Background: an optimization exercise with open tools, aiming at small area and a short achievable clock period. Do not read the settings as production practice.
Function was checked by simulation only, so behaviour that the tests miss may differ from the original.

// bbox_raster
module bbox_raster #(
    parameter int SIGFIG     = 24,
    parameter int RADIX      = 10,
    parameter int PIPE_DEPTH = 3
) (
    input  logic                     clk,
    input  logic                     arst_n,
    input  logic [3*SIGFIG-1:0]      tri_x,
    input  logic [3*SIGFIG-1:0]      tri_y,
    input  logic                     tri_valid,
    input  logic                     halt_n,
    input  logic signed [SIGFIG-1:0] screen_x,
    input  logic signed [SIGFIG-1:0] screen_y,
    input  logic [3:0]               msaa_mode,
    output logic [3*SIGFIG-1:0]      out_tri_x,
    output logic [3*SIGFIG-1:0]      out_tri_y,
    output logic signed [SIGFIG-1:0] box_ll_x,
    output logic signed [SIGFIG-1:0] box_ll_y,
    output logic signed [SIGFIG-1:0] box_ur_x,
    output logic signed [SIGFIG-1:0] box_ur_y,
    output logic                     out_valid
);
Size in the first run: roughly 970 flip-flops, ~440 I/O pins, roughly 68000 um2 of cells after synthesis.
clock: 14.0 ns
lec_check: 0
abc_area: 1
cap_margin: 20
core_margin: 2
core_utilization: 40
cts_buf_list: sky130_fd_sc_hd__clkbuf_8 sky130_fd_sc_hd__clkbuf_16
cts_cluster_diameter: 150
cts_cluster_size: 22
slew_margin: 20
standard.sh (not shown) runs the stock make flow with config.mk's settings and CLKGATE_MAP_FILE= SYNTH_SCRIPT=/design/flow/synth_recipe.tcl, a recipe that flattens the netlist after the stock synthesis.
==> flow/flow/run.sh <==
#!/bin/bash
set -euo pipefail
MARGIN=$(cat flow/margin.txt)
bash standard.sh SETUP_SLACK_MARGIN=$MARGIN \
    "BUFFER_PORTS_ARGS=-buffer_cell sky130_fd_sc_hd__buf_2" finish > make_finish.log 2>&1
==> flow/flow/margin.txt <==
9.8
The baseline finished clean.
Edit:
Settings changed: GPL_ROUTABILITY_DRIVEN set to 0.
Routed wire length came out lower by a few percent. Via count barely changes. Register-to-register slack got worse by 0.04 ns. Core utilization came out lower by 0.17 points.
Edit:
Settings changed: CTS_CLUSTER_DIAMETER 150 to not set, CTS_CLUSTER_SIZE 22 to 32, GPL_ROUTABILITY_DRIVEN 0 to not set.
Outcome:
- wire length increases by 3.8%
- setup slack stays flat
- cell area increases by 2.7%
- global-route usage increases by 0.95 points
- die area is unchanged
- via count increases by 1.2%
Edit:
Settings changed: CTS_BUF_LIST sky130_fd_sc_hd__clkbuf_8 sky130_fd_sc_hd__clkbuf_16 to sky130_fd_sc_hd__clkbuf_16, CTS_CLUSTER_DIAMETER set to 150, CTS_CLUSTER_SIZE 32 to 26.
Setup slack got worse by 0.059 ns.
Sequential share of layout area grows by 0.99 points.
Hold slack loses 0.012 ns.
Global-route usage went down by 0.32 points.

========
bbox_raster again, from the RTL that the note above started with.
// bbox_raster
module bbox_raster #(
    parameter int SIGFIG     = 24,
    parameter int RADIX      = 10,
    parameter int PIPE_DEPTH = 3
) (
    input  logic                     clk,
    input  logic                     arst_n,
    input  logic [3*SIGFIG-1:0]      tri_x,
    input  logic [3*SIGFIG-1:0]      tri_y,
    input  logic                     tri_valid,
    input  logic                     halt_n,
    input  logic signed [SIGFIG-1:0] screen_x,
    input  logic signed [SIGFIG-1:0] screen_y,
    input  logic [3:0]               msaa_mode,
    output logic [3*SIGFIG-1:0]      out_tri_x,
    output logic [3*SIGFIG-1:0]      out_tri_y,
    output logic signed [SIGFIG-1:0] box_ll_x,
    output logic signed [SIGFIG-1:0] box_ll_y,
    output logic signed [SIGFIG-1:0] box_ur_x,
    output logic signed [SIGFIG-1:0] box_ur_y,
    output logic                     out_valid
);
Settings: LEC_CHECK=0, ABC_AREA=1, CAP_MARGIN=20, CORE_MARGIN=2, CORE_UTILIZATION=40, CTS_BUF_LIST=sky130_fd_sc_hd__clkbuf_8 sky130_fd_sc_hd__clkbuf_16, CTS_CLUSTER_DIAMETER=150, CTS_CLUSTER_SIZE=22, SLEW_MARGIN=20, TNS_END_PERCENT=5; clock period 14.0 ns.
Scripts as last shown in full above: flow/flow/run.sh, flow/flow/margin.txt
The first run ran to the end with no violations.
Then changed:
Settings changed: CORE_UTILIZATION 40 to 55, CTS_BUF_LIST sky130_fd_sc_hd__clkbuf_8 sky130_fd_sc_hd__clkbuf_16 to not set, CTS_CLUSTER_DIAMETER 150 to not set, CTS_CLUSTER_SIZE 22 to not set, PLACE_DENSITY set to 0.68, TNS_END_PERCENT 5 to not set.
Effect: Cell count shrinks by 5.2%. Design area climbs by about 1.4%. Routed wire length drops by about 2.6%. Worst hold slack got worse by 0.0052 ns. Setup slack improved by 0.053 ns. Count of clock-buffer cells in the layout went up by 68. Area after synthesis is unchanged. First-iteration DRC count rose by 17%.
Then changed:
Settings changed: CORE_UTILIZATION 55 to 40, PLACE_DENSITY 0.68 to not set.
Effect: The changed run passed the timing, design-rule and antenna checks. Critical path depth is lower by 11. Final area is higher by about 1.4%. Setup slack improves by 0.091 ns. Routed wire length is higher by 4.0%. Global-route usage is lower by 8.7 points. Count of clock-buffer cells in the layout is higher by 7. Synthesized area stays the same. Non-clock buffer count is lower by 9. Hold slack is about the same.

separate check: timing with driven ports:
The flow's constraints put no driver on any port. The routed layouts listed below were extracted and timed again, unchanged, in two steps. Step 1 sets driving cells, clkbuf_16 on the clock port and buf_2 on the other inputs (assumed; they add their load-dependent delay and slew). Step 2 adds t to the input delays and takes it off the output delays; t is the mean of the earliest and latest rising clock arrival at the registers after step 1. Input paths then give back, and output paths get back, about the clock's delay inside the block. a / b / c = ideal ports / drivers / drivers and shift; a / b = the first two.
| run | shift t [ns] | setup slack, ns | latest minus earliest clock arrival (ns) | slew at the worst register clock pin (ns) | cell pins on the clock port's net |
|---|---|---|---|---|---|
| the first run of note 1 | 0.755 | 9.774 / 9.691 / 9.151 | 0.059 / 0.060 | 0.10 / 0.10 | 1 |
| the second run of note 1 | 0.764 | 9.823 / 9.787 / 9.092 | 0.051 / 0.051 | 0.10 / 0.10 | 1 |
| the third run of note 1 | 0.805 | 9.826 / 9.743 / 9.094 | 0.051 / 0.051 | 0.07 / 0.07 | 1 |
| the fourth run of note 1 | 0.748 | 9.767 / 9.683 / 9.170 | 0.071 / 0.071 | 0.11 / 0.11 | 1 |
| the first run of note 2 | 0.751 | 9.690 / 9.659 / 9.043 | 0.060 / 0.060 | 0.10 / 0.10 | 1 |
| the second run of note 2 | 0.787 | 9.743 / 9.743 / 9.147 | 0.036 / 0.036 | 0.08 / 0.08 | 1 |
| the third run of note 2 | 0.810 | 9.834 / 9.751 / 9.085 | 0.048 / 0.048 | 0.07 / 0.07 | 1 |
After both steps setup and hold are still met in every run listed. For the third run of note 2, which loses most, drivers alone change the setup slack by -0.083 ns; drivers and shift together by -0.749 ns.
